This is an optimization exercise on Yosys and OpenROAD, whose aim is small area, a short achievable clock period and few clock cycles per item, not a production implementation. Function was checked by simulation only, so behaviour that the tests miss may differ from the original.

==> flow/design.v (outline; a module is shown in full before it is edited, if it fits) <==
// module hsbrgb_front: 27 lines
// module hsbrgb_route: 17 lines
// module hsbrgb_out: 16 lines
// module hsbrgb_l2: 137 lines
// module hsbrgb_l3: 365 lines
// module hsbrgb_l4: 197 lines
// module hsb_to_rgb_converter: 151 lines
module hsb_to_rgb_converter
(
    input  logic               clk,
    input  logic               rst_n,
    input  logic               in_valid,
    output logic               in_ready,
    input  logic [HUE_W-1:0]   hue_degrees,
    input  logic [PCT_W-1:0]   saturation_pct,
    input  logic [PCT_W-1:0]   brightness_pct,
    output logic               out_valid,
    input  logic               out_ready,
    output logic [LEVEL_W-1:0] red_level,
    output logic [LEVEL_W-1:0] green_level,
    output logic [LEVEL_W-1:0] blue_level
);
  // ...
==> flow/flow/run.sh <==
#!/bin/bash
# The standard layout (standard.sh, all steps), with two changes:
# - Yosys's synth runs without its early internal ABC pass (SYNTH_ARGS=-noabc),
#   so the explicit full/half adders of the datapath reach extract_fa as
#   written and map to adder cells without inverters between them; the
#   flow's own ABC mapping after adder extraction is unchanged;
# - every input and output port still gets a buffer, but a plain buf_2
#   (BUFFER_PORTS_ARGS) instead of the delay-cell buffer buffer_ports picks.
# The registers, the constraints and every other step are unchanged.
set -euo pipefail
bash standard.sh SYNTH_ARGS=-noabc "BUFFER_PORTS_ARGS=-buffer_cell sky130_fd_sc_hd__buf_2" finish > layout.log 2>&1
==> flow/standard.sh <==
#!/bin/bash
# synth_recipe.tcl (not shown) runs the flow's synth.tcl, then flattens the netlist and writes it again
# the make line also repeats each setting of config.mk as NAME=value (left out here)
make -C /OpenROAD-flow-scripts/flow DESIGN_CONFIG=/design/flow/config.mk WORK_HOME=/design/flow/orfs CLKGATE_MAP_FILE= SYNTH_SCRIPT=/design/flow/synth_recipe.tcl "${@:-finish}"
==> flow/config.mk <==
export PLATFORM = sky130hd
export DESIGN_NAME = hsb_to_rgb_converter
export DESIGN_NICKNAME = hsb_to_rgb_converter
export VERILOG_FILES = /design/flow/design.v
export SDC_FILE = /design/flow/constraint.sdc
export NUM_CORES = 4
export LEC_CHECK = 0
export ABC_CLOCK_PERIOD_IN_PS = 3000
export CAP_MARGIN = 20
export CORE_MARGIN = 2
export CORE_UTILIZATION = 40
export SETUP_SLACK_MARGIN = 5
export SLEW_MARGIN = 20
==> flow/constraint.sdc <==
create_clock -name core_clock -period 10.0 [get_ports {clk}]
set_input_delay 2.0000 -clock core_clock [delete_from_list [all_inputs] [get_ports {clk}]]
set_output_delay 2.0000 -clock core_clock [all_outputs]
set_load 0.01 [all_outputs]
==> run summary, run 1 <==
fillers - 4139
design area - 19400 µm²
CTS clk-pin slew, worst paths - 0.06 ns
crit-path most repeated cell - fa_1
vias - 12100
most common cell in the netlist - inv_1
Post-Route M1 WL - 16.5 mm
drt first pass iters - 5
outcome - complete, no violations
Die Area - 46200 µm²
GPL Wtd Cong - 0.861
die extent in x - 215 µm
Crit Path Max Fanout - 7
Synth cell types - 71
largest class - multi-input gates
CTS Buf Count - 17
Die H - 215 µm
multi-input logic area - 11900 µm²
reg2reg path depth - 13
syn avg cell area - 10.0 µm²
first-pass GRT wire length - 59.7 mm
Placement Setup Slack - 4.66 ns
Post-synth ARST share - 0.0387
Clk Latency, worst-skew pair - 0.44 ns
Main synth FF type - edfxtp_1
Testbench counts, summed over its fixed seeds: cycles 24,024, items 24,000.
==> module hsbrgb_front, before the edit <==
module hsbrgb_front
(
    input  logic [HUE_W-1:0] h,
    input  logic [PCT_W-1:0] s_in,
    input  logic [PCT_W-1:0] b_in,
    output logic [PCT_W-1:0] b,
    output logic [PCT_W-1:0] s,
    output logic [5:0]       rp,
    output logic [2:0]       sec
);
    logic [6:0] u;
    assign s = (s_in > 7'd100) ? 7'd100 : s_in;
    assign b = (h > 9'd360) ? 7'd0 : (b_in > 7'd100) ? 7'd100 : b_in;
    always_comb
    begin
        if (h < 9'd60)       sec = 3'd0;
        else if (h < 9'd120) sec = 3'd1;
        else if (h < 9'd180) sec = 3'd2;
        else if (h < 9'd240) sec = 3'd3;
        else if (h < 9'd300) sec = 3'd4;
        else                 sec = 3'd5;
        if (h < 9'd120)      u = h[6:0];
        else if (h < 9'd240) u = 7'(h - 9'd120);
        else                 u = 7'(h - 9'd240);
        rp = (u < 7'd60) ? 6'(7'd60 - u) : 6'(u - 7'd60);
    end
endmodule
==> module hsbrgb_l2, before the edit <==
module hsbrgb_l2
(
    input  logic [6:0]  b,
    input  logic [6:0]  s,
    input  logic [5:0]  rp,
    output logic [12:0] x,
    output logic [13:0] bc
);
    logic [6:0] c;
    assign c = 7'd100 - s;
    wire l2_0 = ~(s[5] & rp[0]) ^ ~(s[4] & rp[1]);
    wire l2_1 = ~(s[5] & rp[0]) & ~(s[4] & rp[1]);
    wire l2_2 = ~(s[6] & rp[0]) ^ ~(s[5] & rp[1]);
    wire l2_3 = ~(s[6] & rp[0]) & ~(s[5] & rp[1]);
    wire l2_4 = ~(s[3] & rp[0]) ^ ~(s[2] & rp[1]);
    wire l2_5 = ~(s[3] & rp[0]) & ~(s[2] & rp[1]);
    wire l2_6 = ~(s[4] & rp[0]) ^ ~(s[3] & rp[1]) ^ ~(s[2] & rp[2]);
    wire l2_7 = (~(s[4] & rp[0]) & ~(s[3] & rp[1])) | (~(s[4] & rp[0]) & ~(s[2] & rp[2])) | (~(s[3] & rp[1]) & ~(s[2] & rp[2]));
    wire l2_8 = l2_0 ^ ~(s[3] & rp[2]) ^ ~(s[2] & rp[3]);
    wire l2_9 = (l2_0 & ~(s[3] & rp[2])) | (l2_0 & ~(s[2] & rp[3])) | (~(s[3] & rp[2]) & ~(s[2] & rp[3]));
    wire l2_10 = ~(s[1] & rp[4]) ^ ~(s[0] & rp[5]);
    wire l2_11 = ~(s[1] & rp[4]) & ~(s[0] & rp[5]);
    wire l2_12 = l2_1 ^ l2_2 ^ ~(s[4] & rp[2]);
    wire l2_13 = (l2_1 & l2_2) | (l2_1 & ~(s[4] & rp[2])) | (l2_2 & ~(s[4] & rp[2]));
    wire l2_14 = ~(s[3] & rp[3]) ^ ~(s[2] & rp[4]) ^ ~(s[1] & rp[5]);
    wire l2_15 = (~(s[3] & rp[3]) & ~(s[2] & rp[4])) | (~(s[3] & rp[3]) & ~(s[1] & rp[5])) | (~(s[2] & rp[4]) & ~(s[1] & rp[5]));
    wire l2_16 = l2_3 ^ ~(s[6] & rp[1]) ^ ~(s[5] & rp[2]);
    wire l2_17 = (l2_3 & ~(s[6] & rp[1])) | (l2_3 & ~(s[5] & rp[2])) | (~(s[6] & rp[1]) & ~(s[5] & rp[2]));
    wire l2_18 = ~(s[4] & rp[3]) ^ ~(s[3] & rp[4]) ^ ~(s[2] & rp[5]);
    wire l2_19 = (~(s[4] & rp[3]) & ~(s[3] & rp[4])) | (~(s[4] & rp[3]) & ~(s[2] & rp[5])) | (~(s[3] & rp[4]) & ~(s[2] & rp[5]));
    wire l2_20 = ~(s[6] & rp[2]) ^ ~(s[5] & rp[3]) ^ ~(s[4] & rp[4]);
    wire l2_21 = (~(s[6] & rp[2]) & ~(s[5] & rp[3])) | (~(s[6] & rp[2]) & ~(s[4] & rp[4])) | (~(s[5] & rp[3]) & ~(s[4] & rp[4]));
    wire l2_22 = ~(s[2] & rp[0]) ^ ~(s[1] & rp[1]);
    wire l2_23 = ~(s[2] & rp[0]) & ~(s[1] & rp[1]);
    wire l2_24 = l2_4 ^ ~(s[1] & rp[2]) ^ ~(s[0] & rp[3]);
    wire l2_25 = (l2_4 & ~(s[1] & rp[2])) | (l2_4 & ~(s[0] & rp[3])) | (~(s[1] & rp[2]) & ~(s[0] & rp[3]));
    wire l2_26 = l2_5 ^ l2_6 ^ ~(s[1] & rp[3]);
    wire l2_27 = (l2_5 & l2_6) | (l2_5 & ~(s[1] & rp[3])) | (l2_6 & ~(s[1] & rp[3]));
    wire l2_28 = l2_7 ^ l2_8 ^ l2_10;
    wire l2_29 = (l2_7 & l2_8) | (l2_7 & l2_10) | (l2_8 & l2_10);
    wire l2_30 = l2_9 ^ l2_11 ^ l2_12;
    wire l2_31 = (l2_9 & l2_11) | (l2_9 & l2_12) | (l2_11 & l2_12);
    wire l2_32 = l2_13 ^ l2_15 ^ l2_16;
    wire l2_33 = (l2_13 & l2_15) | (l2_13 & l2_16) | (l2_15 & l2_16);
    wire l2_34 = l2_17 ^ l2_19 ^ l2_20;
    wire l2_35 = (l2_17 & l2_19) | (l2_17 & l2_20) | (l2_19 & l2_20);
    wire l2_36 = l2_21 ^ ~(s[6] & rp[3]) ^ ~(s[5] & rp[4]);
    wire l2_37 = (l2_21 & ~(s[6] & rp[3])) | (l2_21 & ~(s[5] & rp[4])) | (~(s[6] & rp[3]) & ~(s[5] & rp[4]));
    wire l2_38 = ~(s[1] & rp[0]) ^ ~(s[0] & rp[1]);
    wire l2_39 = ~(s[1] & rp[0]) & ~(s[0] & rp[1]);
    wire l2_40 = l2_22 ^ ~(s[0] & rp[2]) ^ 1'b1;
    wire l2_41 = (l2_22 & ~(s[0] & rp[2])) | (l2_22 & 1'b1) | (~(s[0] & rp[2]) & 1'b1);
    wire l2_42 = l2_23 ^ l2_24 ^ 1'b1;
    wire l2_43 = (l2_23 & l2_24) | (l2_23 & 1'b1) | (l2_24 & 1'b1);
    wire l2_44 = l2_25 ^ l2_26 ^ ~(s[0] & rp[4]);
    wire l2_45 = (l2_25 & l2_26) | (l2_25 & ~(s[0] & rp[4])) | (l2_26 & ~(s[0] & rp[4]));
    wire l2_46 = l2_27 ^ l2_28 ^ 1'b1;
    wire l2_47 = (l2_27 & l2_28) | (l2_27 & 1'b1) | (l2_28 & 1'b1);
    wire l2_48 = l2_29 ^ l2_30 ^ l2_14;
    wire l2_49 = (l2_29 & l2_30) | (l2_29 & l2_14) | (l2_30 & l2_14);
    wire l2_50 = l2_31 ^ l2_32 ^ l2_18;
    wire l2_51 = (l2_31 & l2_32) | (l2_31 & l2_18) | (l2_32 & l2_18);
    wire l2_52 = l2_33 ^ l2_34 ^ ~(s[3] & rp[5]);
    wire l2_53 = (l2_33 & l2_34) | (l2_33 & ~(s[3] & rp[5])) | (l2_34 & ~(s[3] & rp[5]));
    wire l2_54 = l2_35 ^ l2_36 ^ ~(s[4] & rp[5]);
    wire l2_55 = (l2_35 & l2_36) | (l2_35 & ~(s[4] & rp[5])) | (l2_36 & ~(s[4] & rp[5]));
    wire l2_56 = l2_37 ^ ~(s[6] & rp[4]) ^ ~(s[5] & rp[5]);
    wire l2_57 = (l2_37 & ~(s[6] & rp[4])) | (l2_37 & ~(s[5] & rp[5])) | (~(s[6] & rp[4]) & ~(s[5] & rp[5]));
    wire l2_58 = ~(s[6] & rp[5]) ^ 1'b1;
    wire l2_59 = ~(s[6] & rp[5]) & 1'b1;
    wire [12:0] x_w;
    assign x_w = {l2_59, l2_57, l2_55, l2_53, l2_51, l2_49, l2_47, l2_45, l2_43, l2_41, l2_39, l2_38, ~(s[0] & rp[0])} + {1'b1, l2_58, l2_56, l2_54, l2_52, l2_50, l2_48, l2_46, l2_44, l2_42, l2_40, 1'b1, 1'b1};
    wire l2_60 = (b[6] & c[0]) ^ (b[5] & c[1]);
    wire l2_61 = (b[6] & c[0]) & (b[5] & c[1]);
    wire l2_62 = (b[6] & c[1]) ^ (b[5] & c[2]);
    wire l2_63 = (b[6] & c[1]) & (b[5] & c[2]);
    wire l2_64 = (b[4] & c[0]) ^ (b[3] & c[1]);
    wire l2_65 = (b[4] & c[0]) & (b[3] & c[1]);
    wire l2_66 = (b[5] & c[0]) ^ (b[4] & c[1]) ^ (b[3] & c[2]);
    wire l2_67 = ((b[5] & c[0]) & (b[4] & c[1])) | ((b[5] & c[0]) & (b[3] & c[2])) | ((b[4] & c[1]) & (b[3] & c[2]));
    wire l2_68 = (b[2] & c[3]) ^ (b[1] & c[4]);
    wire l2_69 = (b[2] & c[3]) & (b[1] & c[4]);
    wire l2_70 = l2_60 ^ (b[4] & c[2]) ^ (b[3] & c[3]);
    wire l2_71 = (l2_60 & (b[4] & c[2])) | (l2_60 & (b[3] & c[3])) | ((b[4] & c[2]) & (b[3] & c[3]));
    wire l2_72 = (b[2] & c[4]) ^ (b[1] & c[5]) ^ (b[0] & c[6]);
    wire l2_73 = ((b[2] & c[4]) & (b[1] & c[5])) | ((b[2] & c[4]) & (b[0] & c[6])) | ((b[1] & c[5]) & (b[0] & c[6]));
    wire l2_74 = l2_61 ^ l2_62 ^ (b[4] & c[3]);
    wire l2_75 = (l2_61 & l2_62) | (l2_61 & (b[4] & c[3])) | (l2_62 & (b[4] & c[3]));
    wire l2_76 = (b[3] & c[4]) ^ (b[2] & c[5]) ^ (b[1] & c[6]);
    wire l2_77 = ((b[3] & c[4]) & (b[2] & c[5])) | ((b[3] & c[4]) & (b[1] & c[6])) | ((b[2] & c[5]) & (b[1] & c[6]));
    wire l2_78 = l2_63 ^ (b[6] & c[2]) ^ (b[5] & c[3]);
    wire l2_79 = (l2_63 & (b[6] & c[2])) | (l2_63 & (b[5] & c[3])) | ((b[6] & c[2]) & (b[5] & c[3]));
    wire l2_80 = (b[4] & c[4]) ^ (b[3] & c[5]) ^ (b[2] & c[6]);
    wire l2_81 = ((b[4] & c[4]) & (b[3] & c[5])) | ((b[4] & c[4]) & (b[2] & c[6])) | ((b[3] & c[5]) & (b[2] & c[6]));
    wire l2_82 = (b[6] & c[3]) ^ (b[5] & c[4]) ^ (b[4] & c[5]);
    wire l2_83 = ((b[6] & c[3]) & (b[5] & c[4])) | ((b[6] & c[3]) & (b[4] & c[5])) | ((b[5] & c[4]) & (b[4] & c[5]));
    wire l2_84 = (b[3] & c[0]) ^ (b[2] & c[1]);
    wire l2_85 = (b[3] & c[0]) & (b[2] & c[1]);
    wire l2_86 = l2_64 ^ (b[2] & c[2]) ^ (b[1] & c[3]);
    wire l2_87 = (l2_64 & (b[2] & c[2])) | (l2_64 & (b[1] & c[3])) | ((b[2] & c[2]) & (b[1] & c[3]));
    wire l2_88 = l2_65 ^ l2_66 ^ l2_68;
    wire l2_89 = (l2_65 & l2_66) | (l2_65 & l2_68) | (l2_66 & l2_68);
    wire l2_90 = l2_67 ^ l2_69 ^ l2_70;
    wire l2_91 = (l2_67 & l2_69) | (l2_67 & l2_70) | (l2_69 & l2_70);
    wire l2_92 = l2_71 ^ l2_73 ^ l2_74;
    wire l2_93 = (l2_71 & l2_73) | (l2_71 & l2_74) | (l2_73 & l2_74);
    wire l2_94 = l2_75 ^ l2_77 ^ l2_78;
    wire l2_95 = (l2_75 & l2_77) | (l2_75 & l2_78) | (l2_77 & l2_78);
    wire l2_96 = l2_79 ^ l2_81 ^ l2_82;
    wire l2_97 = (l2_79 & l2_81) | (l2_79 & l2_82) | (l2_81 & l2_82);
    wire l2_98 = l2_83 ^ (b[6] & c[4]) ^ (b[5] & c[5]);
    wire l2_99 = (l2_83 & (b[6] & c[4])) | (l2_83 & (b[5] & c[5])) | ((b[6] & c[4]) & (b[5] & c[5]));
    wire l2_100 = (b[2] & c[0]) ^ (b[1] & c[1]);
    wire l2_101 = (b[2] & c[0]) & (b[1] & c[1]);
    wire l2_102 = l2_84 ^ (b[1] & c[2]) ^ (b[0] & c[3]);
    wire l2_103 = (l2_84 & (b[1] & c[2])) | (l2_84 & (b[0] & c[3])) | ((b[1] & c[2]) & (b[0] & c[3]));
    wire l2_104 = l2_85 ^ l2_86 ^ (b[0] & c[4]);
    wire l2_105 = (l2_85 & l2_86) | (l2_85 & (b[0] & c[4])) | (l2_86 & (b[0] & c[4]));
    wire l2_106 = l2_87 ^ l2_88 ^ (b[0] & c[5]);
    wire l2_107 = (l2_87 & l2_88) | (l2_87 & (b[0] & c[5])) | (l2_88 & (b[0] & c[5]));
    wire l2_108 = l2_89 ^ l2_90 ^ l2_72;
    wire l2_109 = (l2_89 & l2_90) | (l2_89 & l2_72) | (l2_90 & l2_72);
    wire l2_110 = l2_91 ^ l2_92 ^ l2_76;
    wire l2_111 = (l2_91 & l2_92) | (l2_91 & l2_76) | (l2_92 & l2_76);
    wire l2_112 = l2_93 ^ l2_94 ^ l2_80;
    wire l2_113 = (l2_93 & l2_94) | (l2_93 & l2_80) | (l2_94 & l2_80);
    wire l2_114 = l2_95 ^ l2_96 ^ (b[3] & c[6]);
    wire l2_115 = (l2_95 & l2_96) | (l2_95 & (b[3] & c[6])) | (l2_96 & (b[3] & c[6]));
    wire l2_116 = l2_97 ^ l2_98 ^ (b[4] & c[6]);
    wire l2_117 = (l2_97 & l2_98) | (l2_97 & (b[4] & c[6])) | (l2_98 & (b[4] & c[6]));
    wire l2_118 = l2_99 ^ (b[6] & c[5]) ^ (b[5] & c[6]);
    wire l2_119 = (l2_99 & (b[6] & c[5])) | (l2_99 & (b[5] & c[6])) | ((b[6] & c[5]) & (b[5] & c[6]));
    wire [13:0] bc_w;
    assign bc_w = {1'b0, l2_119, l2_117, l2_115, l2_113, l2_111, l2_109, l2_107, l2_105, l2_103, l2_101, l2_100, (b[1] & c[0]), (b[0] & c[0])} + {1'b0, (b[6] & c[6]), l2_118, l2_116, l2_114, l2_112, l2_110, l2_108, l2_106, l2_104, l2_102, (b[0] & c[2]), (b[0] & c[1]), 1'b0};
    assign x = x_w;
    assign bc = bc_w;
endmodule
==> module hsb_to_rgb_converter, before the edit <==
module hsb_to_rgb_converter
(
    input  logic               clk,
    input  logic               rst_n,
    input  logic               in_valid,
    output logic               in_ready,
    input  logic [HUE_W-1:0]   hue_degrees,
    input  logic [PCT_W-1:0]   saturation_pct,
    input  logic [PCT_W-1:0]   brightness_pct,
    output logic               out_valid,
    input  logic               out_ready,
    output logic [LEVEL_W-1:0] red_level,
    output logic [LEVEL_W-1:0] green_level,
    output logic [LEVEL_W-1:0] blue_level
);
    logic advance;
    logic accept;
    logic skid_valid_reg;
    logic in_ready_reg;
    logic s2_valid_reg;
    logic s3_valid_reg;
    logic s4_valid_reg;
    logic out_valid_reg;
    logic [RAW_W-1:0] skid_reg;
    logic [RAW_W-1:0] s1_raw;
    logic [RAW_W-1:0] raw_in;
    logic [6:0] f_b, f_s;
    logic [5:0] f_rp;
    logic [2:0] f_sec;
    logic [6:0] b2_reg, s2_reg;
    logic [5:0] rp2_reg;
    logic [2:0] sec2_reg;
    logic [12:0] l2_x;
    logic [13:0] l2_bc;
    logic [12:0] x3_reg;
    logic [13:0] bc3_reg;
    logic [6:0]  b3_reg;
    logic [2:0]  sec3_reg;
    logic [19:0] l3_q;
    logic [7:0]  l3_vp;
    logic [7:0]  l3_vb;
    logic [19:0] q4_reg;
    logic [7:0]  vp4_reg;
    logic [7:0]  vb4_reg;
    logic [2:0]  sec4_reg;
    logic [7:0] l4_vm;
    logic [7:0] vb_out_reg;
    logic [7:0] vm_out_reg;
    logic [7:0] vp_out_reg;
    logic [2:0] sec_out_reg;
    assign raw_in    = {hue_degrees, saturation_pct, brightness_pct};
    assign advance   = !out_valid_reg || out_ready;
    assign in_ready  = in_ready_reg;
    assign accept    = in_valid && !skid_valid_reg;
    assign out_valid = out_valid_reg;
    assign s1_raw    = skid_valid_reg ? skid_reg : raw_in;
    always_ff @(posedge clk or negedge rst_n)
    begin
        if (!rst_n)
        begin
            skid_valid_reg <= 1'b0;
            in_ready_reg   <= 1'b1;
            s2_valid_reg   <= 1'b0;
            s3_valid_reg   <= 1'b0;
            s4_valid_reg   <= 1'b0;
            out_valid_reg  <= 1'b0;
        end
        else if (advance)
        begin
            skid_valid_reg <= 1'b0;
            in_ready_reg   <= 1'b1;
            s2_valid_reg   <= accept || skid_valid_reg;
            s3_valid_reg   <= s2_valid_reg;
            s4_valid_reg   <= s3_valid_reg;
            out_valid_reg  <= s4_valid_reg;
        end
        else if (accept)
        begin
            skid_valid_reg <= 1'b1;
            in_ready_reg   <= 1'b0;
        end
    end
    always_ff @(posedge clk)
    begin
        if (accept && !advance)
        begin
            skid_reg <= raw_in;
        end
        if (advance)
        begin
            b2_reg      <= f_b;
            s2_reg      <= f_s;
            rp2_reg     <= f_rp;
            sec2_reg    <= f_sec;
            x3_reg      <= l2_x;
            bc3_reg     <= l2_bc;
            b3_reg      <= b2_reg;
            sec3_reg    <= sec2_reg;
            q4_reg      <= l3_q;
            vp4_reg     <= l3_vp;
            vb4_reg     <= l3_vb;
            sec4_reg    <= sec3_reg;
            vb_out_reg  <= vb4_reg;
            vm_out_reg  <= l4_vm;
            vp_out_reg  <= vp4_reg;
            sec_out_reg <= sec4_reg;
        end
    end
    hsbrgb_front u_front
    (
        .h    (s1_raw[RAW_W-1 -: HUE_W]),
        .s_in (s1_raw[2*PCT_W-1 -: PCT_W]),
        .b_in (s1_raw[PCT_W-1:0]),
        .b    (f_b),
        .s    (f_s),
        .rp   (f_rp),
        .sec  (f_sec)
    );
    hsbrgb_l2 u_l2
    (
        .b  (b2_reg),
        .s  (s2_reg),
        .rp (rp2_reg),
        .x  (l2_x),
        .bc (l2_bc)
    );
    hsbrgb_l3 u_l3
    (
        .b  (b3_reg),
        .x  (x3_reg),
        .bc (bc3_reg),
        .q  (l3_q),
        .vp (l3_vp),
        .vb (l3_vb)
    );
    hsbrgb_l4 u_l4
    (
        .q  (q4_reg),
        .vm (l4_vm)
    );
    hsbrgb_out u_out
    (
        .vb    (vb_out_reg),
        .vm    (vm_out_reg),
        .vp    (vp_out_reg),
        .sec   (sec_out_reg),
        .red   (red_level),
        .green (green_level),
        .blue  (blue_level)
    );
endmodule
==> run 2: changes to the inputs <==
--- a/flow/design.v
+++ b/flow/design.v
@@ -9,11 +9,13 @@
     input  logic [PCT_W-1:0] b_in,
     output logic [PCT_W-1:0] b,
     output logic [PCT_W-1:0] s,
+    output logic [PCT_W-1:0] c,
     output logic [5:0]       rp,
     output logic [2:0]       sec
 );
     logic [6:0] u;
     assign s = (s_in > 7'd100) ? 7'd100 : s_in;
+    assign c = (s_in > 7'd100) ? 7'd0 : 7'(7'd100 - s_in);
     assign b = (h > 9'd360) ? 7'd0 : (b_in > 7'd100) ? 7'd100 : b_in;
     always_comb
     begin
@@ -46,156 +48,205 @@
         endcase
     end
 endmodule
-module hsbrgb_out
-(
-    input  logic [7:0] vb,
-    input  logic [7:0] vm,
-    input  logic [7:0] vp,
-    input  logic [2:0] sec,
-    output logic [7:0] red,
-    output logic [7:0] green,
-    output logic [7:0] blue
-);
-    logic [8:0] sel;
-    hsbrgb_route u_route (.sec (sec), .sel (sel));
-    assign red   = ({8{sel[0]}} & vb) | ({8{sel[1]}} & vm) | ({8{sel[2]}} & vp);
-    assign green = ({8{sel[3]}} & vb) | ({8{sel[4]}} & vm) | ({8{sel[5]}} & vp);
-    assign blue  = ({8{sel[6]}} & vb) | ({8{sel[7]}} & vm) | ({8{sel[8]}} & vp);
-endmodule
 module hsbrgb_l2
 (
     input  logic [6:0]  b,
     input  logic [6:0]  s,
+    input  logic [6:0]  c,
     input  logic [5:0]  rp,
     output logic [12:0] x,
     output logic [13:0] bc
 );
-    logic [6:0] c;
-    assign c = 7'd100 - s;
-    wire l2_0 = ~(s[5] & rp[0]) ^ ~(s[4] & rp[1]);
-    wire l2_1 = ~(s[5] & rp[0]) & ~(s[4] & rp[1]);
-    wire l2_2 = ~(s[6] & rp[0]) ^ ~(s[5] & rp[1]);
-    wire l2_3 = ~(s[6] & rp[0]) & ~(s[5] & rp[1]);
-    wire l2_4 = ~(s[3] & rp[0]) ^ ~(s[2] & rp[1]);
-    wire l2_5 = ~(s[3] & rp[0]) & ~(s[2] & rp[1]);
-    wire l2_6 = ~(s[4] & rp[0]) ^ ~(s[3] & rp[1]) ^ ~(s[2] & rp[2]);
-    wire l2_7 = (~(s[4] & rp[0]) & ~(s[3] & rp[1])) | (~(s[4] & rp[0]) & ~(s[2] & rp[2])) | (~(s[3] & rp[1]) & ~(s[2] & rp[2]));
-    wire l2_8 = l2_0 ^ ~(s[3] & rp[2]) ^ ~(s[2] & rp[3]);
-    wire l2_9 = (l2_0 & ~(s[3] & rp[2])) | (l2_0 & ~(s[2] & rp[3])) | (~(s[3] & rp[2]) & ~(s[2] & rp[3]));
-    wire l2_10 = ~(s[1] & rp[4]) ^ ~(s[0] & rp[5]);
-    wire l2_11 = ~(s[1] & rp[4]) & ~(s[0] & rp[5]);
-    wire l2_12 = l2_1 ^ l2_2 ^ ~(s[4] & rp[2]);
-    wire l2_13 = (l2_1 & l2_2) | (l2_1 & ~(s[4] & rp[2])) | (l2_2 & ~(s[4] & rp[2]));
-    wire l2_14 = ~(s[3] & rp[3]) ^ ~(s[2] & rp[4]) ^ ~(s[1] & rp[5]);
-    wire l2_15 = (~(s[3] & rp[3]) & ~(s[2] & rp[4])) | (~(s[3] & rp[3]) & ~(s[1] & rp[5])) | (~(s[2] & rp[4]) & ~(s[1] & rp[5]));
-    wire l2_16 = l2_3 ^ ~(s[6] & rp[1]) ^ ~(s[5] & rp[2]);
-    wire l2_17 = (l2_3 & ~(s[6] & rp[1])) | (l2_3 & ~(s[5] & rp[2])) | (~(s[6] & rp[1]) & ~(s[5] & rp[2]));
-    wire l2_18 = ~(s[4] & rp[3]) ^ ~(s[3] & rp[4]) ^ ~(s[2] & rp[5]);
-    wire l2_19 = (~(s[4] & rp[3]) & ~(s[3] & rp[4])) | (~(s[4] & rp[3]) & ~(s[2] & rp[5])) | (~(s[3] & rp[4]) & ~(s[2] & rp[5]));
-    wire l2_20 = ~(s[6] & rp[2]) ^ ~(s[5] & rp[3]) ^ ~(s[4] & rp[4]);
-    wire l2_21 = (~(s[6] & rp[2]) & ~(s[5] & rp[3])) | (~(s[6] & rp[2]) & ~(s[4] & rp[4])) | (~(s[5] & rp[3]) & ~(s[4] & rp[4]));
-    wire l2_22 = ~(s[2] & rp[0]) ^ ~(s[1] & rp[1]);
-    wire l2_23 = ~(s[2] & rp[0]) & ~(s[1] & rp[1]);
-    wire l2_24 = l2_4 ^ ~(s[1] & rp[2]) ^ ~(s[0] & rp[3]);
-    wire l2_25 = (l2_4 & ~(s[1] & rp[2])) | (l2_4 & ~(s[0] & rp[3])) | (~(s[1] & rp[2]) & ~(s[0] & rp[3]));
-    wire l2_26 = l2_5 ^ l2_6 ^ ~(s[1] & rp[3]);
-    wire l2_27 = (l2_5 & l2_6) | (l2_5 & ~(s[1] & rp[3])) | (l2_6 & ~(s[1] & rp[3]));
-    wire l2_28 = l2_7 ^ l2_8 ^ l2_10;
-    wire l2_29 = (l2_7 & l2_8) | (l2_7 & l2_10) | (l2_8 & l2_10);
-    wire l2_30 = l2_9 ^ l2_11 ^ l2_12;
-    wire l2_31 = (l2_9 & l2_11) | (l2_9 & l2_12) | (l2_11 & l2_12);
-    wire l2_32 = l2_13 ^ l2_15 ^ l2_16;
-    wire l2_33 = (l2_13 & l2_15) | (l2_13 & l2_16) | (l2_15 & l2_16);
-    wire l2_34 = l2_17 ^ l2_19 ^ l2_20;
-    wire l2_35 = (l2_17 & l2_19) | (l2_17 & l2_20) | (l2_19 & l2_20);
-    wire l2_36 = l2_21 ^ ~(s[6] & rp[3]) ^ ~(s[5] & rp[4]);
-    wire l2_37 = (l2_21 & ~(s[6] & rp[3])) | (l2_21 & ~(s[5] & rp[4])) | (~(s[6] & rp[3]) & ~(s[5] & rp[4]));
-    wire l2_38 = ~(s[1] & rp[0]) ^ ~(s[0] & rp[1]);
-    wire l2_39 = ~(s[1] & rp[0]) & ~(s[0] & rp[1]);
-    wire l2_40 = l2_22 ^ ~(s[0] & rp[2]) ^ 1'b1;
-    wire l2_41 = (l2_22 & ~(s[0] & rp[2])) | (l2_22 & 1'b1) | (~(s[0] & rp[2]) & 1'b1);
-    wire l2_42 = l2_23 ^ l2_24 ^ 1'b1;
-    wire l2_43 = (l2_23 & l2_24) | (l2_23 & 1'b1) | (l2_24 & 1'b1);
-    wire l2_44 = l2_25 ^ l2_26 ^ ~(s[0] & rp[4]);
-    wire l2_45 = (l2_25 & l2_26) | (l2_25 & ~(s[0] & rp[4])) | (l2_26 & ~(s[0] & rp[4]));
-    wire l2_46 = l2_27 ^ l2_28 ^ 1'b1;
-    wire l2_47 = (l2_27 & l2_28) | (l2_27 & 1'b1) | (l2_28 & 1'b1);
-    wire l2_48 = l2_29 ^ l2_30 ^ l2_14;
-    wire l2_49 = (l2_29 & l2_30) | (l2_29 & l2_14) | (l2_30 & l2_14);
-    wire l2_50 = l2_31 ^ l2_32 ^ l2_18;
-    wire l2_51 = (l2_31 & l2_32) | (l2_31 & l2_18) | (l2_32 & l2_18);
-    wire l2_52 = l2_33 ^ l2_34 ^ ~(s[3] & rp[5]);
-    wire l2_53 = (l2_33 & l2_34) | (l2_33 & ~(s[3] & rp[5])) | (l2_34 & ~(s[3] & rp[5]));
-    wire l2_54 = l2_35 ^ l2_36 ^ ~(s[4] & rp[5]);
-    wire l2_55 = (l2_35 & l2_36) | (l2_35 & ~(s[4] & rp[5])) | (l2_36 & ~(s[4] & rp[5]));
-    wire l2_56 = l2_37 ^ ~(s[6] & rp[4]) ^ ~(s[5] & rp[5]);
-    wire l2_57 = (l2_37 & ~(s[6] & rp[4])) | (l2_37 & ~(s[5] & rp[5])) | (~(s[6] & rp[4]) & ~(s[5] & rp[5]));
-    wire l2_58 = ~(s[6] & rp[5]) ^ 1'b1;
-    wire l2_59 = ~(s[6] & rp[5]) & 1'b1;
+    wire l2_0 = rp[0] ^ 1'b0;
+    wire l2_1 = (rp[1] & ~rp[0] & ~1'b0) | (~rp[1] & rp[0] & 1'b0);
+    wire l2_2 = ~rp[1];
+    wire l2_3 = ((l2_0 & s[0]) | (l2_1 & 1'b0)) ^ l2_2;
+    wire l2_4 = ((l2_0 & s[1]) | (l2_1 & s[0])) ^ l2_2;
+    wire l2_5 = ((l2_0 & s[2]) | (l2_1 & s[1])) ^ l2_2;
+    wire l2_6 = ((l2_0 & s[3]) | (l2_1 & s[2])) ^ l2_2;
+    wire l2_7 = ((l2_0 & s[4]) | (l2_1 & s[3])) ^ l2_2;
+    wire l2_8 = ((l2_0 & s[5]) | (l2_1 & s[4])) ^ l2_2;
+    wire l2_9 = ((l2_0 & s[6]) | (l2_1 & s[5])) ^ l2_2;
+    wire l2_10 = ((l2_0 & 1'b0) | (l2_1 & s[6])) ^ l2_2;
+    wire l2_11 = rp[2] ^ rp[1];
+    wire l2_12 = (rp[3] & ~rp[2] & ~rp[1]) | (~rp[3] & rp[2] & rp[1]);
+    wire l2_13 = ~rp[3];
+    wire l2_14 = ((l2_11 & s[0]) | (l2_12 & 1'b0)) ^ l2_13;
+    wire l2_15 = ((l2_11 & s[1]) | (l2_12 & s[0])) ^ l2_13;
+    wire l2_16 = ((l2_11 & s[2]) | (l2_12 & s[1])) ^ l2_13;
+    wire l2_17 = ((l2_11 & s[3]) | (l2_12 & s[2])) ^ l2_13;
+    wire l2_18 = ((l2_11 & s[4]) | (l2_12 & s[3])) ^ l2_13;
+    wire l2_19 = ((l2_11 & s[5]) | (l2_12 & s[4])) ^ l2_13;
+    wire l2_20 = ((l2_11 & s[6]) | (l2_12 & s[5])) ^ l2_13;
+    wire l2_21 = ((l2_11 & 1'b0) | (l2_12 & s[6])) ^ l2_13;
+    wire l2_22 = rp[4] ^ rp[3];
+    wire l2_23 = (rp[5] & ~rp[4] & ~rp[3]) | (~rp[5] & rp[4] & rp[3]);
+    wire l2_24 = ~rp[5];
+    wire l2_25 = ((l2_22 & s[0]) | (l2_23 & 1'b0)) ^ l2_24;
+    wire l2_26 = ((l2_22 & s[1]) | (l2_23 & s[0])) ^ l2_24;
+    wire l2_27 = ((l2_22 & s[2]) | (l2_23 & s[1])) ^ l2_24;
+    wire l2_28 = ((l2_22 & s[3]) | (l2_23 & s[2])) ^ l2_24;
+    wire l2_29 = ((l2_22 & s[4]) | (l2_23 & s[3])) ^ l2_24;
+    wire l2_30 = ((l2_22 & s[5]) | (l2_23 & s[4])) ^ l2_24;
+    wire l2_31 = ((l2_22 & s[6]) | (l2_23 & s[5])) ^ l2_24;
+    wire l2_32 = ((l2_22 & 1'b0) | (l2_23 & s[6])) ^ l2_24;
+    wire l2_33 = 1'b0 ^ rp[5];
+    wire l2_34 = (1'b0 & ~1'b0 & ~rp[5]) | (~1'b0 & 1'b0 & rp[5]);
+    wire l2_35 = ~1'b0;
+    wire l2_36 = ((l2_33 & s[0]) | (l2_34 & 1'b0)) ^ l2_35;
+    wire l2_37 = ((l2_33 & s[1]) | (l2_34 & s[0])) ^ l2_35;
+    wire l2_38 = ((l2_33 & s[2]) | (l2_34 & s[1])) ^ l2_35;
+    wire l2_39 = ((l2_33 & s[3]) | (l2_34 & s[2])) ^ l2_35;
+    wire l2_40 = ((l2_33 & s[4]) | (l2_34 & s[3])) ^ l2_35;
+    wire l2_41 = ((l2_33 & s[5]) | (l2_34 & s[4])) ^ l2_35;
+    wire l2_42 = ((l2_33 & s[6]) | (l2_34 & s[5])) ^ l2_35;
+    wire l2_43 = ((l2_33 & 1'b0) | (l2_34 & s[6])) ^ l2_35;
+    wire l2_44 = l2_7 ^ l2_16;
+    wire l2_45 = l2_7 & l2_16;
+    wire l2_46 = l2_8 ^ l2_17;
+    wire l2_47 = l2_8 & l2_17;
+    wire l2_48 = l2_9 ^ l2_18 ^ l2_27;
+    wire l2_49 = (l2_9 & l2_18) | (l2_9 & l2_27) | (l2_18 & l2_27);
+    wire l2_50 = l2_36 ^ l2_35;
+    wire l2_51 = l2_36 & l2_35;
+    wire l2_52 = l2_10 ^ l2_19 ^ l2_28;
+    wire l2_53 = (l2_10 & l2_19) | (l2_10 & l2_28) | (l2_19 & l2_28);
+    wire l2_54 = ~l2_2 ^ l2_20;
+    wire l2_55 = ~l2_2 & l2_20;
+    wire l2_56 = l2_21 ^ l2_30;
+    wire l2_57 = l2_21 & l2_30;
+    wire l2_58 = l2_44 ^ l2_25;
+    wire l2_59 = l2_44 & l2_25;
+    wire l2_60 = l2_45 ^ l2_46 ^ l2_26;
+    wire l2_61 = (l2_45 & l2_46) | (l2_45 & l2_26) | (l2_46 & l2_26);
+    wire l2_62 = l2_47 ^ l2_48 ^ l2_50;
+    wire l2_63 = (l2_47 & l2_48) | (l2_47 & l2_50) | (l2_48 & l2_50);
+    wire l2_64 = l2_49 ^ l2_51 ^ l2_52;
+    wire l2_65 = (l2_49 & l2_51) | (l2_49 & l2_52) | (l2_51 & l2_52);
+    wire l2_66 = l2_53 ^ l2_54 ^ l2_29;
+    wire l2_67 = (l2_53 & l2_54) | (l2_53 & l2_29) | (l2_54 & l2_29);
+    wire l2_68 = l2_55 ^ l2_56 ^ l2_39;
+    wire l2_69 = (l2_55 & l2_56) | (l2_55 & l2_39) | (l2_56 & l2_39);
+    wire l2_70 = l2_57 ^ ~l2_13 ^ l2_31;
+    wire l2_71 = (l2_57 & ~l2_13) | (l2_57 & l2_31) | (~l2_13 & l2_31);
+    wire l2_72 = l2_5 ^ l2_14;
+    wire l2_73 = l2_5 & l2_14;
+    wire l2_74 = l2_6 ^ l2_15;
+    wire l2_75 = l2_6 & l2_15;
+    wire l2_76 = l2_58 ^ l2_24 ^ 1'b1;
+    wire l2_77 = (l2_58 & l2_24) | (l2_58 & 1'b1) | (l2_24 & 1'b1);
+    wire l2_78 = l2_59 ^ l2_60 ^ 1'b1;
+    wire l2_79 = (l2_59 & l2_60) | (l2_59 & 1'b1) | (l2_60 & 1'b1);
+    wire l2_80 = l2_61 ^ l2_62 ^ 1'b1;
+    wire l2_81 = (l2_61 & l2_62) | (l2_61 & 1'b1) | (l2_62 & 1'b1);
+    wire l2_82 = l2_63 ^ l2_64 ^ l2_37;
+    wire l2_83 = (l2_63 & l2_64) | (l2_63 & l2_37) | (l2_64 & l2_37);
+    wire l2_84 = l2_65 ^ l2_66 ^ l2_38;
+    wire l2_85 = (l2_65 & l2_66) | (l2_65 & l2_38) | (l2_66 & l2_38);
+    wire l2_86 = l2_67 ^ l2_68 ^ 1'b1;
+    wire l2_87 = (l2_67 & l2_68) | (l2_67 & 1'b1) | (l2_68 & 1'b1);
+    wire l2_88 = l2_69 ^ l2_70 ^ l2_40;
+    wire l2_89 = (l2_69 & l2_70) | (l2_69 & l2_40) | (l2_70 & l2_40);
+    wire l2_90 = l2_71 ^ l2_32 ^ l2_41;
+    wire l2_91 = (l2_71 & l2_32) | (l2_71 & l2_41) | (l2_32 & l2_41);
+    wire l2_92 = ~l2_24 ^ l2_42;
+    wire l2_93 = ~l2_24 & l2_42;
     wire [12:0] x_w;
-    assign x_w = {l2_59, l2_57, l2_55, l2_53, l2_51, l2_49, l2_47, l2_45, l2_43, l2_41, l2_39, l2_38, ~(s[0] & rp[0])} + {1'b1, l2_58, l2_56, l2_54, l2_52, l2_50, l2_48, l2_46, l2_44, l2_42, l2_40, 1'b1, 1'b1};
-    wire l2_60 = (b[6] & c[0]) ^ (b[5] & c[1]);
-    wire l2_61 = (b[6] & c[0]) & (b[5] & c[1]);
-    wire l2_62 = (b[6] & c[1]) ^ (b[5] & c[2]);
-    wire l2_63 = (b[6] & c[1]) & (b[5] & c[2]);
-    wire l2_64 = (b[4] & c[0]) ^ (b[3] & c[1]);
-    wire l2_65 = (b[4] & c[0]) & (b[3] & c[1]);
-    wire l2_66 = (b[5] & c[0]) ^ (b[4] & c[1]) ^ (b[3] & c[2]);
-    wire l2_67 = ((b[5] & c[0]) & (b[4] & c[1])) | ((b[5] & c[0]) & (b[3] & c[2])) | ((b[4] & c[1]) & (b[3] & c[2]));
-    wire l2_68 = (b[2] & c[3]) ^ (b[1] & c[4]);
-    wire l2_69 = (b[2] & c[3]) & (b[1] & c[4]);
-    wire l2_70 = l2_60 ^ (b[4] & c[2]) ^ (b[3] & c[3]);
-    wire l2_71 = (l2_60 & (b[4] & c[2])) | (l2_60 & (b[3] & c[3])) | ((b[4] & c[2]) & (b[3] & c[3]));
-    wire l2_72 = (b[2] & c[4]) ^ (b[1] & c[5]) ^ (b[0] & c[6]);
-    wire l2_73 = ((b[2] & c[4]) & (b[1] & c[5])) | ((b[2] & c[4]) & (b[0] & c[6])) | ((b[1] & c[5]) & (b[0] & c[6]));
-    wire l2_74 = l2_61 ^ l2_62 ^ (b[4] & c[3]);
-    wire l2_75 = (l2_61 & l2_62) | (l2_61 & (b[4] & c[3])) | (l2_62 & (b[4] & c[3]));
-    wire l2_76 = (b[3] & c[4]) ^ (b[2] & c[5]) ^ (b[1] & c[6]);
-    wire l2_77 = ((b[3] & c[4]) & (b[2] & c[5])) | ((b[3] & c[4]) & (b[1] & c[6])) | ((b[2] & c[5]) & (b[1] & c[6]));
-    wire l2_78 = l2_63 ^ (b[6] & c[2]) ^ (b[5] & c[3]);
-    wire l2_79 = (l2_63 & (b[6] & c[2])) | (l2_63 & (b[5] & c[3])) | ((b[6] & c[2]) & (b[5] & c[3]));
-    wire l2_80 = (b[4] & c[4]) ^ (b[3] & c[5]) ^ (b[2] & c[6]);
-    wire l2_81 = ((b[4] & c[4]) & (b[3] & c[5])) | ((b[4] & c[4]) & (b[2] & c[6])) | ((b[3] & c[5]) & (b[2] & c[6]));
-    wire l2_82 = (b[6] & c[3]) ^ (b[5] & c[4]) ^ (b[4] & c[5]);
-    wire l2_83 = ((b[6] & c[3]) & (b[5] & c[4])) | ((b[6] & c[3]) & (b[4] & c[5])) | ((b[5] & c[4]) & (b[4] & c[5]));
-    wire l2_84 = (b[3] & c[0]) ^ (b[2] & c[1]);
-    wire l2_85 = (b[3] & c[0]) & (b[2] & c[1]);
-    wire l2_86 = l2_64 ^ (b[2] & c[2]) ^ (b[1] & c[3]);
-    wire l2_87 = (l2_64 & (b[2] & c[2])) | (l2_64 & (b[1] & c[3])) | ((b[2] & c[2]) & (b[1] & c[3]));
-    wire l2_88 = l2_65 ^ l2_66 ^ l2_68;
-    wire l2_89 = (l2_65 & l2_66) | (l2_65 & l2_68) | (l2_66 & l2_68);
-    wire l2_90 = l2_67 ^ l2_69 ^ l2_70;
-    wire l2_91 = (l2_67 & l2_69) | (l2_67 & l2_70) | (l2_69 & l2_70);
-    wire l2_92 = l2_71 ^ l2_73 ^ l2_74;
-    wire l2_93 = (l2_71 & l2_73) | (l2_71 & l2_74) | (l2_73 & l2_74);
-    wire l2_94 = l2_75 ^ l2_77 ^ l2_78;
-    wire l2_95 = (l2_75 & l2_77) | (l2_75 & l2_78) | (l2_77 & l2_78);
-    wire l2_96 = l2_79 ^ l2_81 ^ l2_82;
-    wire l2_97 = (l2_79 & l2_81) | (l2_79 & l2_82) | (l2_81 & l2_82);
-    wire l2_98 = l2_83 ^ (b[6] & c[4]) ^ (b[5] & c[5]);
-    wire l2_99 = (l2_83 & (b[6] & c[4])) | (l2_83 & (b[5] & c[5])) | ((b[6] & c[4]) & (b[5] & c[5]));
-    wire l2_100 = (b[2] & c[0]) ^ (b[1] & c[1]);
-    wire l2_101 = (b[2] & c[0]) & (b[1] & c[1]);
-    wire l2_102 = l2_84 ^ (b[1] & c[2]) ^ (b[0] & c[3]);
-    wire l2_103 = (l2_84 & (b[1] & c[2])) | (l2_84 & (b[0] & c[3])) | ((b[1] & c[2]) & (b[0] & c[3]));
-    wire l2_104 = l2_85 ^ l2_86 ^ (b[0] & c[4]);
-    wire l2_105 = (l2_85 & l2_86) | (l2_85 & (b[0] & c[4])) | (l2_86 & (b[0] & c[4]));
-    wire l2_106 = l2_87 ^ l2_88 ^ (b[0] & c[5]);
-    wire l2_107 = (l2_87 & l2_88) | (l2_87 & (b[0] & c[5])) | (l2_88 & (b[0] & c[5]));
-    wire l2_108 = l2_89 ^ l2_90 ^ l2_72;
-    wire l2_109 = (l2_89 & l2_90) | (l2_89 & l2_72) | (l2_90 & l2_72);
-    wire l2_110 = l2_91 ^ l2_92 ^ l2_76;
-    wire l2_111 = (l2_91 & l2_92) | (l2_91 & l2_76) | (l2_92 & l2_76);
-    wire l2_112 = l2_93 ^ l2_94 ^ l2_80;
-    wire l2_113 = (l2_93 & l2_94) | (l2_93 & l2_80) | (l2_94 & l2_80);
-    wire l2_114 = l2_95 ^ l2_96 ^ (b[3] & c[6]);
-    wire l2_115 = (l2_95 & l2_96) | (l2_95 & (b[3] & c[6])) | (l2_96 & (b[3] & c[6]));
-    wire l2_116 = l2_97 ^ l2_98 ^ (b[4] & c[6]);
-    wire l2_117 = (l2_97 & l2_98) | (l2_97 & (b[4] & c[6])) | (l2_98 & (b[4] & c[6]));
-    wire l2_118 = l2_99 ^ (b[6] & c[5]) ^ (b[5] & c[6]);
-    wire l2_119 = (l2_99 & (b[6] & c[5])) | (l2_99 & (b[5] & c[6])) | ((b[6] & c[5]) & (b[5] & c[6]));
+    assign x_w = {l2_91, l2_89, l2_87, l2_85, l2_83, l2_81, l2_79, l2_77, l2_75, l2_73, l2_72, l2_4, l2_3} + {l2_92, l2_90, l2_88, l2_86, l2_84, l2_82, l2_80, l2_78, l2_76, l2_74, l2_13, 1'b0, l2_2};
+    wire l2_94 = b[0] ^ 1'b0;
+    wire l2_95 = (b[1] & ~b[0] & ~1'b0) | (~b[1] & b[0] & 1'b0);
+    wire l2_96 = b[1];
+    wire l2_97 = ((l2_94 & c[0]) | (l2_95 & 1'b0)) ^ l2_96;
+    wire l2_98 = ((l2_94 & c[1]) | (l2_95 & c[0])) ^ l2_96;
+    wire l2_99 = ((l2_94 & c[2]) | (l2_95 & c[1])) ^ l2_96;
+    wire l2_100 = ((l2_94 & c[3]) | (l2_95 & c[2])) ^ l2_96;
+    wire l2_101 = ((l2_94 & c[4]) | (l2_95 & c[3])) ^ l2_96;
+    wire l2_102 = ((l2_94 & c[5]) | (l2_95 & c[4])) ^ l2_96;
+    wire l2_103 = ((l2_94 & c[6]) | (l2_95 & c[5])) ^ l2_96;
+    wire l2_104 = ((l2_94 & 1'b0) | (l2_95 & c[6])) ^ l2_96;
+    wire l2_105 = b[2] ^ b[1];
+    wire l2_106 = (b[3] & ~b[2] & ~b[1]) | (~b[3] & b[2] & b[1]);
+    wire l2_107 = b[3];
+    wire l2_108 = ((l2_105 & c[0]) | (l2_106 & 1'b0)) ^ l2_107;
+    wire l2_109 = ((l2_105 & c[1]) | (l2_106 & c[0])) ^ l2_107;
+    wire l2_110 = ((l2_105 & c[2]) | (l2_106 & c[1])) ^ l2_107;
+    wire l2_111 = ((l2_105 & c[3]) | (l2_106 & c[2])) ^ l2_107;
+    wire l2_112 = ((l2_105 & c[4]) | (l2_106 & c[3])) ^ l2_107;
+    wire l2_113 = ((l2_105 & c[5]) | (l2_106 & c[4])) ^ l2_107;
+    wire l2_114 = ((l2_105 & c[6]) | (l2_106 & c[5])) ^ l2_107;
+    wire l2_115 = ((l2_105 & 1'b0) | (l2_106 & c[6])) ^ l2_107;
+    wire l2_116 = b[4] ^ b[3];
+    wire l2_117 = (b[5] & ~b[4] & ~b[3]) | (~b[5] & b[4] & b[3]);
+    wire l2_118 = b[5];
+    wire l2_119 = ((l2_116 & c[0]) | (l2_117 & 1'b0)) ^ l2_118;
+    wire l2_120 = ((l2_116 & c[1]) | (l2_117 & c[0])) ^ l2_118;
+    wire l2_121 = ((l2_116 & c[2]) | (l2_117 & c[1])) ^ l2_118;
+    wire l2_122 = ((l2_116 & c[3]) | (l2_117 & c[2])) ^ l2_118;
+    wire l2_123 = ((l2_116 & c[4]) | (l2_117 & c[3])) ^ l2_118;
+    wire l2_124 = ((l2_116 & c[5]) | (l2_117 & c[4])) ^ l2_118;
+    wire l2_125 = ((l2_116 & c[6]) | (l2_117 & c[5])) ^ l2_118;
+    wire l2_126 = ((l2_116 & 1'b0) | (l2_117 & c[6])) ^ l2_118;
+    wire l2_127 = b[6] ^ b[5];
+    wire l2_128 = (1'b0 & ~b[6] & ~b[5]) | (~1'b0 & b[6] & b[5]);
+    wire l2_129 = 1'b0;
+    wire l2_130 = ((l2_127 & c[0]) | (l2_128 & 1'b0)) ^ l2_129;
+    wire l2_131 = ((l2_127 & c[1]) | (l2_128 & c[0])) ^ l2_129;
+    wire l2_132 = ((l2_127 & c[2]) | (l2_128 & c[1])) ^ l2_129;
+    wire l2_133 = ((l2_127 & c[3]) | (l2_128 & c[2])) ^ l2_129;
+    wire l2_134 = ((l2_127 & c[4]) | (l2_128 & c[3])) ^ l2_129;
+    wire l2_135 = ((l2_127 & c[5]) | (l2_128 & c[4])) ^ l2_129;
+    wire l2_136 = ((l2_127 & c[6]) | (l2_128 & c[5])) ^ l2_129;
+    wire l2_137 = ((l2_127 & 1'b0) | (l2_128 & c[6])) ^ l2_129;
+    wire l2_138 = l2_103 ^ l2_112;
+    wire l2_139 = l2_103 & l2_112;
+    wire l2_140 = l2_104 ^ l2_113;
+    wire l2_141 = l2_104 & l2_113;
+    wire l2_142 = ~l2_96 ^ l2_114 ^ l2_123;
+    wire l2_143 = (~l2_96 & l2_114) | (~l2_96 & l2_123) | (l2_114 & l2_123);
+    wire l2_144 = l2_115 ^ l2_124;
+    wire l2_145 = l2_115 & l2_124;
+    wire l2_146 = l2_101 ^ l2_110;
+    wire l2_147 = l2_101 & l2_110;
+    wire l2_148 = l2_102 ^ l2_111;
+    wire l2_149 = l2_102 & l2_111;
+    wire l2_150 = l2_138 ^ l2_121 ^ l2_130;
+    wire l2_151 = (l2_138 & l2_121) | (l2_138 & l2_130) | (l2_121 & l2_130);
+    wire l2_152 = l2_139 ^ l2_140 ^ l2_122;
+    wire l2_153 = (l2_139 & l2_140) | (l2_139 & l2_122) | (l2_140 & l2_122);
+    wire l2_154 = l2_141 ^ l2_142 ^ l2_132;
+    wire l2_155 = (l2_141 & l2_142) | (l2_141 & l2_132) | (l2_142 & l2_132);
+    wire l2_156 = l2_143 ^ l2_144 ^ l2_133;
+    wire l2_157 = (l2_143 & l2_144) | (l2_143 & l2_133) | (l2_144 & l2_133);
+    wire l2_158 = l2_145 ^ ~l2_107 ^ l2_125;
+    wire l2_159 = (l2_145 & ~l2_107) | (l2_145 & l2_125) | (~l2_107 & l2_125);
+    wire l2_160 = l2_126 ^ l2_135;
+    wire l2_161 = l2_126 & l2_135;
+    wire l2_162 = l2_99 ^ l2_108;
+    wire l2_163 = l2_99 & l2_108;
+    wire l2_164 = l2_100 ^ l2_109;
+    wire l2_165 = l2_100 & l2_109;
+    wire l2_166 = l2_146 ^ l2_119 ^ l2_118;
+    wire l2_167 = (l2_146 & l2_119) | (l2_146 & l2_118) | (l2_119 & l2_118);
+    wire l2_168 = l2_147 ^ l2_148 ^ l2_120;
+    wire l2_169 = (l2_147 & l2_148) | (l2_147 & l2_120) | (l2_148 & l2_120);
+    wire l2_170 = l2_149 ^ l2_150 ^ l2_129;
+    wire l2_171 = (l2_149 & l2_150) | (l2_149 & l2_129) | (l2_150 & l2_129);
+    wire l2_172 = l2_151 ^ l2_152 ^ l2_131;
+    wire l2_173 = (l2_151 & l2_152) | (l2_151 & l2_131) | (l2_152 & l2_131);
+    wire l2_174 = l2_153 ^ l2_154 ^ 1'b1;
+    wire l2_175 = (l2_153 & l2_154) | (l2_153 & 1'b1) | (l2_154 & 1'b1);
+    wire l2_176 = l2_155 ^ l2_156 ^ 1'b1;
+    wire l2_177 = (l2_155 & l2_156) | (l2_155 & 1'b1) | (l2_156 & 1'b1);
+    wire l2_178 = l2_157 ^ l2_158 ^ l2_134;
+    wire l2_179 = (l2_157 & l2_158) | (l2_157 & l2_134) | (l2_158 & l2_134);
+    wire l2_180 = l2_159 ^ l2_160 ^ 1'b1;
+    wire l2_181 = (l2_159 & l2_160) | (l2_159 & 1'b1) | (l2_160 & 1'b1);
+    wire l2_182 = l2_161 ^ ~l2_118 ^ l2_136;
+    wire l2_183 = (l2_161 & ~l2_118) | (l2_161 & l2_136) | (~l2_118 & l2_136);
+    wire l2_184 = l2_137 ^ 1'b1;
+    wire l2_185 = l2_137 & 1'b1;
     wire [13:0] bc_w;
-    assign bc_w = {1'b0, l2_119, l2_117, l2_115, l2_113, l2_111, l2_109, l2_107, l2_105, l2_103, l2_101, l2_100, (b[1] & c[0]), (b[0] & c[0])} + {1'b0, (b[6] & c[6]), l2_118, l2_116, l2_114, l2_112, l2_110, l2_108, l2_106, l2_104, l2_102, (b[0] & c[2]), (b[0] & c[1]), 1'b0};
+    assign bc_w = {l2_183, l2_181, l2_179, l2_177, l2_175, l2_173, l2_171, l2_169, l2_167, l2_165, l2_163, l2_162, l2_98, l2_97} + {l2_184, l2_182, l2_180, l2_178, l2_176, l2_174, l2_172, l2_170, l2_168, l2_166, l2_164, l2_107, 1'b0, l2_96};
     assign x = x_w;
     assign bc = bc_w;
 endmodule
@@ -567,8 +618,15 @@
 module hsbrgb_l4
 (
     input  logic [19:0] q,
-    output logic [7:0]  vm
+    input  logic [7:0]  vb,
+    input  logic [7:0]  vp,
+    input  logic [2:0]  sec,
+    output logic [7:0]  red,
+    output logic [7:0]  green,
+    output logic [7:0]  blue
 );
+    logic [7:0] vm;
+    logic [8:0] sel;
     wire l4_0 = q[17] ^ q[13];
     wire l4_1 = q[17] & q[13];
     wire l4_2 = q[18] ^ q[14] ^ q[12];
@@ -760,6 +818,10 @@
     wire [25:0] vm_w;
     assign vm_w = {l4_185, l4_183, l4_181, l4_179, l4_177, l4_175, l4_173, l4_171, l4_169, l4_167, l4_165, l4_163, l4_161, l4_159, l4_157, l4_155, l4_153, l4_151, l4_149, l4_147, l4_145, l4_143, l4_141, l4_139, l4_137, l4_136} + {l4_186, l4_184, l4_182, l4_180, l4_178, l4_176, l4_174, l4_172, l4_170, l4_168, l4_166, l4_164, l4_162, l4_160, l4_158, l4_156, l4_154, l4_152, l4_150, l4_148, l4_146, l4_144, l4_142, l4_140, l4_138, ~q[1]};
     assign vm = vm_w[25:18];
+    hsbrgb_route u_route (.sec (sec), .sel (sel));
+    assign red   = ({8{sel[0]}} & vb) | ({8{sel[1]}} & vm) | ({8{sel[2]}} & vp);
+    assign green = ({8{sel[3]}} & vb) | ({8{sel[4]}} & vm) | ({8{sel[5]}} & vp);
+    assign blue  = ({8{sel[6]}} & vb) | ({8{sel[7]}} & vm) | ({8{sel[8]}} & vp);
 endmodule
 module hsb_to_rgb_converter
 (
@@ -780,17 +842,18 @@
     logic accept;
     logic skid_valid_reg;
     logic in_ready_reg;
+    logic s1_valid_reg;
     logic s2_valid_reg;
     logic s3_valid_reg;
     logic s4_valid_reg;
     logic out_valid_reg;
     logic [RAW_W-1:0] skid_reg;
-    logic [RAW_W-1:0] s1_raw;
+    logic [RAW_W-1:0] s1_reg;
     logic [RAW_W-1:0] raw_in;
-    logic [6:0] f_b, f_s;
+    logic [6:0] f_b, f_s, f_c;
     logic [5:0] f_rp;
     logic [2:0] f_sec;
-    logic [6:0] b2_reg, s2_reg;
+    logic [6:0] b2_reg, s2_reg, c2_reg;
     logic [5:0] rp2_reg;
     logic [2:0] sec2_reg;
     logic [12:0] l2_x;
@@ -806,23 +869,21 @@
     logic [7:0]  vp4_reg;
     logic [7:0]  vb4_reg;
     logic [2:0]  sec4_reg;
-    logic [7:0] l4_vm;
-    logic [7:0] vb_out_reg;
-    logic [7:0] vm_out_reg;
-    logic [7:0] vp_out_reg;
-    logic [2:0] sec_out_reg;
+    logic [LEVEL_W-1:0] l4_red;
+    logic [LEVEL_W-1:0] l4_green;
+    logic [LEVEL_W-1:0] l4_blue;
     assign raw_in    = {hue_degrees, saturation_pct, brightness_pct};
     assign advance   = !out_valid_reg || out_ready;
     assign in_ready  = in_ready_reg;
     assign accept    = in_valid && !skid_valid_reg;
     assign out_valid = out_valid_reg;
-    assign s1_raw    = skid_valid_reg ? skid_reg : raw_in;
     always_ff @(posedge clk or negedge rst_n)
     begin
         if (!rst_n)
         begin
             skid_valid_reg <= 1'b0;
             in_ready_reg   <= 1'b1;
+            s1_valid_reg   <= 1'b0;
             s2_valid_reg   <= 1'b0;
             s3_valid_reg   <= 1'b0;
             s4_valid_reg   <= 1'b0;
@@ -832,7 +893,8 @@
         begin
             skid_valid_reg <= 1'b0;
             in_ready_reg   <= 1'b1;
-            s2_valid_reg   <= accept || skid_valid_reg;
+            s1_valid_reg   <= accept || skid_valid_reg;
+            s2_valid_reg   <= s1_valid_reg;
             s3_valid_reg   <= s2_valid_reg;
             s4_valid_reg   <= s3_valid_reg;
             out_valid_reg  <= s4_valid_reg;
@@ -851,8 +913,10 @@
         end
         if (advance)
         begin
+            s1_reg      <= skid_valid_reg ? skid_reg : raw_in;
             b2_reg      <= f_b;
             s2_reg      <= f_s;
+            c2_reg      <= f_c;
             rp2_reg     <= f_rp;
             sec2_reg    <= f_sec;
             x3_reg      <= l2_x;
@@ -863,19 +927,19 @@
             vp4_reg     <= l3_vp;
             vb4_reg     <= l3_vb;
             sec4_reg    <= sec3_reg;
-            vb_out_reg  <= vb4_reg;
-            vm_out_reg  <= l4_vm;
-            vp_out_reg  <= vp4_reg;
-            sec_out_reg <= sec4_reg;
+            red_level   <= l4_red;
+            green_level <= l4_green;
+            blue_level  <= l4_blue;
         end
     end
     hsbrgb_front u_front
     (
-        .h    (s1_raw[RAW_W-1 -: HUE_W]),
-        .s_in (s1_raw[2*PCT_W-1 -: PCT_W]),
-        .b_in (s1_raw[PCT_W-1:0]),
+        .h    (s1_reg[RAW_W-1 -: HUE_W]),
+        .s_in (s1_reg[2*PCT_W-1 -: PCT_W]),
+        .b_in (s1_reg[PCT_W-1:0]),
         .b    (f_b),
         .s    (f_s),
+        .c    (f_c),
         .rp   (f_rp),
         .sec  (f_sec)
     );
@@ -883,6 +947,7 @@
     (
         .b  (b2_reg),
         .s  (s2_reg),
+        .c  (c2_reg),
         .rp (rp2_reg),
         .x  (l2_x),
         .bc (l2_bc)
@@ -898,17 +963,12 @@
     );
     hsbrgb_l4 u_l4
     (
-        .q  (q4_reg),
-        .vm (l4_vm)
-    );
-    hsbrgb_out u_out
-    (
-        .vb    (vb_out_reg),
-        .vm    (vm_out_reg),
-        .vp    (vp_out_reg),
-        .sec   (sec_out_reg),
-        .red   (red_level),
-        .green (green_level),
-        .blue  (blue_level)
+        .q     (q4_reg),
+        .vb    (vb4_reg),
+        .vp    (vp4_reg),
+        .sec   (sec4_reg),
+        .red   (l4_red),
+        .green (l4_green),
+        .blue  (l4_blue)
     );
 endmodule
==> flow/run.sh (new file) <==
#!/bin/bash
# synth_recipe.tcl (not shown) runs the flow's synth.tcl, then flattens the netlist and writes it again
# the make line also repeats each setting of config.mk as NAME=value (left out here)
make -C /OpenROAD-flow-scripts/flow DESIGN_CONFIG=/design/flow/config.mk WORK_HOME=/design/flow/orfs CLKGATE_MAP_FILE= SYNTH_SCRIPT=/design/flow/synth_recipe.tcl finish
--- a/flow/config.mk
+++ b/flow/config.mk
@@ -8,6 +8,6 @@
 export ABC_CLOCK_PERIOD_IN_PS = 3000
 export CAP_MARGIN = 20
 export CORE_MARGIN = 2
-export CORE_UTILIZATION = 40
+export CORE_UTILIZATION = 50
 export SETUP_SLACK_MARGIN = 5
 export SLEW_MARGIN = 20
removed: flow/flow/run.sh
removed: flow/standard.sh
==> run 2 against run 1 <==
Still clean on timing, DRC and antenna; area after synthesis grew 12%; sequential share of layout area is 0.73 points higher; non-clock buffer count is 34 higher; global-route usage up 5.2 points; final cell count is 10% higher; utilization is 12 points higher; highest routed layer unchanged; die area shrank 9.9%; clock-buffer cell count fell by 2.
==> run summary, run 2 <==
most common cell after layout, fill and taps aside - inv_1 (unchanged)
DRT iter0 DRCs - 762 (was 776)
reg2reg path depth - 17 (was 13)
leading area contributor after synthesis - edfxtp_1 (unchanged)
Post-synth ARST share - 0.0385 (was 0.0387)
Clock Tree Buf Depth - 2 (unchanged)
Main synth FF type - edfxtp_1 (unchanged)
critical path, cell by cell - buf_6 > fa_1 > fa_2 > fa_1 > inv_1 > fa_1 > inv_1 > ha_4 > o2111ai_2 > a21o_1 > a2111oi_4 > nor4b_2 > buf_4 > o31ai_4 > xnor2_2 > a21oi_2 > or3_1 (was fa_1 > fa_1 > fa_1 > fa_1 > ha_1 > a211oi_1 > o21ai_0 > a21oi_2 > o21bai_1 > a41oi_1 > o21bai_1 > a21oi_1 > xnor2_1)
largest net degree at the start of global routing - 71 (was 85)
syn avg cell area - 9.59 µm² (was 10.0 µm²)
crit-path most repeated cell - fa_1 (unchanged)
Syn Inst Count - 2085 (was 1771)
H-tree Lvls - 4 (unchanged)
Die H - 204 µm (was 215 µm)
Die Area - 41600 µm² (was 46200 µm²)
YS warnings - 3 (unchanged)
setup tns final - 0 ns (unchanged)
post-synth top area share - 0.263 (was 0.251)
worst hold start - sec2_reg[2] (was vb4_reg[5])
cell area after synthesis - 20000 µm² (was 17800 µm²)
Post-synth EDFFs - 175 (was 149)
Initial Util - 0.504 (was 0.404)
WP buf/inv - 4 (was 0)
period utilization - 0.505 (was 0.472)
most common cell in the netlist - inv_1 (unchanged)
Clk Latency, worst-skew pair - 0.46 ns (was 0.44 ns)
die extent in x - 204 µm (was 215 µm)
Synth Area in Compound Gates - 0.145 (was 0.125)
fin. max-slew vios - 0 (unchanged)
most frequent cells in the layout - inv_1 (326), ha_1 (221), edfxtp_1 (175) (was inv_1 (298), ha_1 (223), fa_1 (187))
CTS root buffer - clkbuf_16 (unchanged)
final net count - 2521 (was 2242)
CP max stage cell - fa_1 (unchanged)
initial antenna violation count - 0 (unchanged)
WP data arrival - 5.24 ns (was 4.91 ns)
f_max - 198 MHz (was 212 MHz)
drt first pass iters - 7 (was 5)
CTS sink cnt - 182 (was 155)
outcome - complete, no violations (unchanged)
GPL Wtd Cong - 0.908 (was 0.861)
Area contributors post-synth - edfxtp_1 (26%), fa_1 (16%), ha_1 (14%) (was edfxtp_1 (25%), fa_1 (21%), ha_1 (16%))
first-pass GRT wire length - 70.4 mm (was 59.7 mm)
Worst Path Required - 10.19 ns (about the same)
Hold Buf Count CTS - 0 (unchanged)
Crit. End Element - flop (unchanged)
Slew @ Worst Pin - 1.14 ns (was 1.05 ns)
Port Buffers - 52 (unchanged)
min Tclk post-route - 5.05 ns (was 4.72 ns)
CTS tree - built (unchanged)
Crit Path Max Fanout - 3 (was 7)
layout cells sized above 1 - 0.0880 (was 0.0771)
P&R area growth vs syn - 10.7% (was 9.22%)
Worst Hold Depth - 0 (unchanged)
Top delay family on crit path - adder cells (unchanged)
Vias/cell - 5.44 (was 5.01)
unrepaired setup endpoints after global routing - true (was false)
Routed WL per cell - 16.0 µm (was 14.3 µm)
drc violations - 0 (unchanged)
vias - 14400 (was 12100)
vias in the first global route - 14300 (was 12300)
# rows - 73 (was 77)
Synth cell types - 78 (was 71)
CTS clk-pin slew, worst paths - 0.08 ns (was 0.06 ns)
most frequent cells after synthesis - inv_1 (340), ha_1 (226), edfxtp_1 (175), fa_1 (157), nand2_1 (153) (was inv_1 (299), ha_1 (224), fa_1 (187), edfxtp_1 (149), a21oi_1 (125))
Global Route Usage Sum - 0.209 (was 0.157)
Hold EP - sec3_reg[2] (was vb_out_reg[5])
syn nets - 2495 (was 2209)
CTS Buf Count - 17 (unchanged)
run 2: cell types whose count changed after synthesis, sizes merged, moves of 28 or more:
cell    before  now
and2        65   19
clkbuf      48   76
fa         187  157
inv        300  340
maj3         1   31
nand2       84  153
run 2: cells by family after synthesis:
kind of cell,count (synthesis)
flops,182
compound gates,436
buf+inv,440
fa+ha+maj,414
simple gates,441
xor+xnor,121
mux,51
run 2: repair_timing:
item                       4_1_cts  5_1_grt
cloned                           0        1
hold endpoints to repair         0        0
pin swaps                        6       20
setup endpoints to repair       26       28
buffers inserted                18       26
gates resized for setup         20       55
run 2: worst max path at each step:
stage | startpoint | endpoint | slack (ns) | cells after the start
2_1_floorplan | b3_reg[1] | q4_reg[18] | 5.06 | 20
3_3_place_gp | b3_reg[1] | q4_reg[18] | 4.65 | 18
3_5_place_dp | q4_reg[14] | blue_level[7] | 4.57 | 17
4_1_cts | q4_reg[14] | red_level[2] | 5.01 | 17
5_1_grt | q4_reg[13] | blue_level[7] | 4.82 | 18
6_report | q4_reg[16] | blue_level[7] | 4.95 | 17
run 2: final cells by class:
type	count	area [µm²]
multi-input cells	1463	13200
flip-flops and latches	182	5430
inverters	340	1290
well taps	525	657
clock buffers	17	425
repair buffers	107	988
fillers	3506	17500
clock inverters	15	178
run 2: metrics by stage:
step                hold WS (ns)  worst slack [ns]  std cells  utilization  area [µm²]
finish                     0.430              4.95       2649        0.559       22100
global route               0.441              4.82       2649        0.559       22100
CTS                        0.429              5.01       2622        0.546       21600
detailed placement         0.405              4.57       2572        0.526       20900
global placement           0.402              4.65       2572        0.526       20900
floorplan                  0.400              5.06       2085            -       20000
run 2: layer usage:
layer | track usage | vias to the layer above | share of wire
met5 | 0 | - | 0
met4 | 0.0587 | 0 | 0.017
met3 | 0.0311 | 50 | 0.036
met2 | 0.343 | 294 | 0.47
met1 | 0.287 | 6893 | 0.47
li1 | - | 7184 | -
Testbench counts of run 2, summed over its fixed seeds: cycles 24,030, items 24,000.

Setup slack of run 2, layout unchanged: 4.954 ns with ideal ports, 4.954 ns with driving cells assumed (clock clkbuf_16, inputs buf_2), 4.954 ns with port delays also shifted by the 0.504 ns mid clock arrival.
